Source: an optimization exercise on an open RTL-to-GDS flow (aim: small area and a short achievable clock period). Production flows keep margins and buffers that such runs may drop.
In this exercise RTL edits were held to simulation tests only and were not proved equivalent to the original.
Power is estimated from default activity; no workload was simulated.

## stack_bank
module stack_bank #(
   parameter int WIDTH  = 32,
   parameter int DEPTH  = 16,
   parameter int STACKS = 4,
   localparam int SEL_W = (STACKS > 1) ? $clog2(STACKS) : 1,
   localparam int CNT_W = $clog2(DEPTH + 1)
) (
   input  logic             clock,
   input  logic             reset,
   input  logic             req,
   input  logic [1:0]       op,
   input  logic [SEL_W-1:0] sel,
   input  logic [WIDTH-1:0] din,
   input  logic             flush,
   output logic [WIDTH-1:0] dout,
   output logic             dout_valid,
   output logic             overflow,
   output logic             underflow,
   output logic [CNT_W-1:0] count,
   output logic             full,
   output logic             empty
);
   localparam int ADDR_W = $clog2(DEPTH);
   localparam logic [1:0] OP_PEEK    = 2'b00;
   localparam logic [1:0] OP_PUSH    = 2'b01;
   localparam logic [1:0] OP_POP     = 2'b10;
   localparam logic [1:0] OP_REPLACE = 2'b11;
   logic [STACKS-1:0] sel_hot;
   logic              do_op, push_req, pop_req, repl_req, rd_req;
   always_comb begin
      for (int s = 0; s < STACKS; s++) sel_hot[s] = (sel == SEL_W'(s));
      do_op    = req && !flush;
      push_req = do_op && (op == OP_PUSH);
      pop_req  = do_op && (op == OP_POP);
      repl_req = do_op && (op == OP_REPLACE);
      rd_req   = do_op && (op != OP_PUSH);
   end
   logic [CNT_W-1:0]  sp    [STACKS];
   logic [CNT_W-1:0]  cnt_n [STACKS];    
   logic [STACKS-1:0] emp_q;             
   logic [STACKS-1:0] s_full, s_empty;
   logic [WIDTH-1:0]  s_top [STACKS];    
   for (genvar s = 0; s < STACKS; s++) begin : g_stack
      logic [WIDTH-1:0] row_q [DEPTH];
      logic [DEPTH-1:0] dec;             
      logic             push_here, repl_here;
  ...
Size: about 4,100 cells after synthesis, about 82 I/O pins, about 77,000 um^2 of cells after synthesis.
export LEC_CHECK = 0
export CAP_MARGIN = 20
export CORE_MARGIN = 2
export CORE_UTILIZATION = 50
export CTS_BUF_LIST = sky130_fd_sc_hd__clkbuf_16
export CTS_CLUSTER_DIAMETER = 80
export CTS_CLUSTER_SIZE = 25
export SETUP_SLACK_MARGIN = 2.0
export SLEW_MARGIN = 20
create_clock -name core_clock -period 4.5 [get_ports {clock}]
standard.sh (not shown) runs the stock make flow with config.mk's settings and CLKGATE_MAP_FILE= SYNTH_SCRIPT=/design/flow/synth_recipe.tcl, a recipe that flattens the netlist after the stock synthesis.
==> flow/flow/run.sh <==
#!/bin/bash
# Own layout flow: the standard synthesis (for the register names and
# cell types), then a hand-mapped netlist of the same logic (flow/gen.py,
# control logic mapped by flow/map.tcl), then the standard layout steps
# from floorplan to finish on that netlist.
set -euo pipefail
cd "$(dirname "$0")/.."
W=$PWD
R=$W/orfs/results/$FLOW_PLATFORM/stack_bank/base
O=$W/orfs/objects/$FLOW_PLATFORM/stack_bank/base
LIB=$FLOW_HOME/platforms/$FLOW_PLATFORM/lib/sky130_fd_sc_hd__tt_025C_1v80.lib
YOSYS=$(command -v yosys || echo "$FLOW_HOME/../tools/install/yosys/bin/yosys")

bash standard.sh synth > "$W/std_synth.log" 2>&1
cp "$R/1_2_yosys.v" "$W/std_1_2_yosys.v"
python3 flow/gen.py "$W/std_1_2_yosys.v" "$W/hand.v" > "$W/gen.log" 2>&1
# every lpflow and probe cell: a superset of the platform's don't-use list
DONT_USE=$(grep -oE 'cell *\( *"?sky130_fd_sc_hd__(lpflow_[a-z0-9_]+|probec?_p_[0-9]+)' "$LIB" | sed -E 's/.*\( *"?//' | sort -u | tr '\n' ' ')
export DONT_USE
MAP_SRC=$W/hand.v MAP_OUT=$W/mapped.v LIB=$LIB \
  ABC_SCRIPT=$FLOW_HOME/scripts/abc_speed.script ABC_CONSTR=$O/abc.constr \
  "$YOSYS" -c flow/map.tcl > "$W/map.log" 2>&1
cp "$W/mapped.v" "$R/1_2_yosys.v"
rm -f "$R/1_synth.odb" "$R/1_synth.sdc"
bash standard.sh finish "BUFFER_PORTS_ARGS=-buffer_cell sky130_fd_sc_hd__buf_4" > "$W/std_finish.log" 2>&1
Other scripts of this flow, unchanged in this note and not shown: flow/flow/gen.py, flow/flow/map.tcl
Then changed:
--- a/flow/config.mk
+++ b/flow/config.mk
@@ -13,3 +13,4 @@
 export CTS_CLUSTER_SIZE = 25
-export SETUP_SLACK_MARGIN = 2.0
+export SETUP_SLACK_MARGIN = 2.3
 export SLEW_MARGIN = 20
+export TNS_END_PERCENT = 30
Worst setup slack gains 0.043 ns; global-route usage came out higher by 1.5 points; clock power came out lower by about 4%; die area stays the same.

* * *

== garnet ==
The RTL this note starts from:
==> flow/design.v <==
module stack_bank #(
   parameter int WIDTH  = 32,
   parameter int DEPTH  = 16,
   parameter int STACKS = 4,
   localparam int SEL_W = (STACKS > 1) ? $clog2(STACKS) : 1,
   localparam int CNT_W = $clog2(DEPTH + 1)
) (
   input  logic             clock,
   input  logic             reset,
   input  logic             req,
   input  logic [1:0]       op,
   input  logic [SEL_W-1:0] sel,
   input  logic [WIDTH-1:0] din,
   input  logic             flush,
   output logic [WIDTH-1:0] dout,
   output logic             dout_valid,
   output logic             overflow,
   output logic             underflow,
   output logic [CNT_W-1:0] count,
   output logic             full,
   output logic             empty
);
   localparam int ADDR_W = $clog2(DEPTH);
   localparam logic [1:0] OP_PEEK    = 2'b00;
   localparam logic [1:0] OP_PUSH    = 2'b01;
   localparam logic [1:0] OP_POP     = 2'b10;
   localparam logic [1:0] OP_REPLACE = 2'b11;
   logic [STACKS-1:0] sel_hot;
   logic              do_op, push_req, pop_req, repl_req, rd_req;
   always_comb begin
      for (int s = 0; s < STACKS; s++) sel_hot[s] = (sel == SEL_W'(s));
      do_op    = req && !flush;
      push_req = do_op && (op == OP_PUSH);
      pop_req  = do_op && (op == OP_POP);
      repl_req = do_op && (op == OP_REPLACE);
      rd_req   = do_op && (op != OP_PUSH);
   end
   logic [CNT_W-1:0]  sp    [STACKS];
   logic [STACKS-1:0] emp_q;             
   logic [STACKS-1:0] s_full, s_empty;
   logic [WIDTH-1:0]  s_top [STACKS];    
   for (genvar s = 0; s < STACKS; s++) begin : g_stack
      logic [WIDTH-1:0] row_q [DEPTH];
      logic [DEPTH-1:0] dec;             
      logic             push_here, repl_here;
      assign s_full[s]  = sp[s][ADDR_W];
      assign s_empty[s] = emp_q[s];
      for (genvar k = 0; k < DEPTH; k++) begin : g_dec
         assign dec[k] = (sp[s][ADDR_W-1:0] == ADDR_W'(k));
      end
      logic [WIDTH-1:0] top_or [DEPTH+1];
      assign top_or[0] = '0;
      for (genvar i = 0; i < DEPTH; i++) begin : g_top
         assign top_or[i+1] = top_or[i] | ({WIDTH{dec[(i + 1) % DEPTH]}} & row_q[i]);
      end
      assign s_top[s] = top_or[DEPTH];
      assign push_here = sel_hot[s] && push_req;
      assign repl_here = sel_hot[s] && repl_req;
      for (genvar i = 0; i < DEPTH; i++) begin : g_row
         logic push_row, repl_row, row_we;
         if (i == 0) begin : g_first
            assign push_row = dec[0] && !s_full[s];
         end else begin : g_other
            assign push_row = dec[i];
         end
         if (i == DEPTH - 1) begin : g_last
            assign repl_row = s_full[s];
         end else begin : g_inner
            assign repl_row = dec[i + 1];
         end
         assign row_we = (push_here && push_row) || (repl_here && repl_row);
         always_ff @(posedge clock) begin
            if (row_we) row_q[i] <= din;
         end
      end
   end
   assign count = sp[sel];
   assign full  = s_full[sel];
   assign empty = s_empty[sel];
   always_ff @(posedge clock or posedge reset) begin
      if (reset) begin
         for (int s = 0; s < STACKS; s++) sp[s] <= '0;
         emp_q      <= '1;
         dout_valid <= 1'b0;
         overflow   <= 1'b0;
         underflow  <= 1'b0;
      end else begin
         for (int s = 0; s < STACKS; s++) begin
            if (sel_hot[s]) begin
               if (flush) begin
                  sp[s]    <= '0;
                  emp_q[s] <= 1'b1;
               end else if (push_req && !s_full[s]) begin
                  sp[s]    <= sp[s] + CNT_W'(1);
                  emp_q[s] <= 1'b0;
               end else if (pop_req && !s_empty[s]) begin
                  sp[s]    <= sp[s] - CNT_W'(1);
                  emp_q[s] <= (sp[s] == CNT_W'(1));
               end
            end
         end
         dout_valid <= rd_req && !empty;
         overflow   <= push_req && full;
         underflow  <= rd_req && empty;
      end
   end
   logic [WIDTH-1:0] rd_data;
   always_comb begin
      logic [WIDTH-1:0] acc;
      acc = '0;
      for (int s = 0; s < STACKS; s++)
         acc = acc | ({WIDTH{sel_hot[s]}} & s_top[s]);
      rd_data = acc;
   end
   always_ff @(posedge clock) begin
      dout <= rd_data;
   end
endmodule
==> flow/config.mk <==
export PLATFORM = sky130hd
export DESIGN_NAME = stack_bank
export DESIGN_NICKNAME = stack_bank
export VERILOG_FILES = /design/flow/design.v
export SDC_FILE = /design/flow/constraint.sdc
export NUM_CORES = 4
export LEC_CHECK = 0
export CAP_MARGIN = 20
export CORE_MARGIN = 2
export CORE_UTILIZATION = 50
export CTS_BUF_LIST = sky130_fd_sc_hd__clkbuf_16
export CTS_CLUSTER_DIAMETER = 80
export CTS_CLUSTER_SIZE = 25
export SETUP_SLACK_MARGIN = 2.2
export SLEW_MARGIN = 20
==> flow/constraint.sdc <==
create_clock -name core_clock -period 4.5 [get_ports {clock}]
set_input_delay 0.9000 -clock core_clock [delete_from_list [all_inputs] [get_ports {clock}]]
set_output_delay 0.9000 -clock core_clock [all_outputs]
set_load 0.01 [all_outputs]
Scripts as last shown in full above: flow/flow/run.sh
Other scripts of this flow, unchanged in this note and not shown: flow/flow/gen.py, flow/flow/map.tcl
The following lists how cedar was set up differently from garnet:
- swapping 50 for 60 in CORE_UTILIZATION
- putting TNS_END_PERCENT at 5 where nothing was set
- swapping 2.2 for 2.0 in SETUP_SLACK_MARGIN
- cedar vs garnet — number of fillers in the final layout dropped 2658.
- Per the final summary, cedar finished and its layout is clean on timing, DRC and antenna.
- cedar — non-clock buffer count 234 lower, garnet as reference
- The run showing the smaller total clock network power is cedar.
- Taking garnet as the reference point, the largest net degree at the start of global routing of cedar falls by about 1.5%.
- Taking garnet as the reference point, the switching power total of cedar falls by 3.4%.
- On portion of the layout cell area used by clock cells, cedar and garnet are neck and neck.

-- re-timing with driven ports --
How much do the figures lean on ideal ports? The routed layouts below were timed once more, with nothing changed but the port constraints.
Step 1 (the two cells are an assumption about what drives the block):
set clk [get_ports {clock}]
set_driving_cell -lib_cell sky130_fd_sc_hd__clkbuf_16 $clk
set_driving_cell -lib_cell sky130_fd_sc_hd__buf_2 [delete_from_list [all_inputs] $clk]
Step 2, shift: input delay + t, output delay - t, t = (earliest + latest rising clock arrival at the registers) / 2. This alone moves slack from input paths to output paths.
a / b / c = no drivers / after step 1 / after step 2; a / b = the first two.
run	t (ns)	setup slack, ns	worst hold slack (ns)	worst slew at a driven data input, ns	cell pins on the clock port's net
the first run of note 1	0.844	1.766 / 1.656 / 1.043	0.154 / 0.105 / 0.548	0.13	1
the second run of note 1	0.830	1.809 / 1.664 / 1.207	0.207 / 0.231 / 0.533	0.17	1
garnet	0.826	1.594 / 1.511 / 0.724	0.249 / 0.187 / 0.569	0.25	1
cedar	0.818	1.517 / 1.517 / 0.815	0.247 / 0.193 / 0.565	0.06	1
After both steps every run listed still meets setup and hold. The setup slack of garnet, which loses most, moves by -0.083 ns with the drivers and by -0.870 ns with both steps.
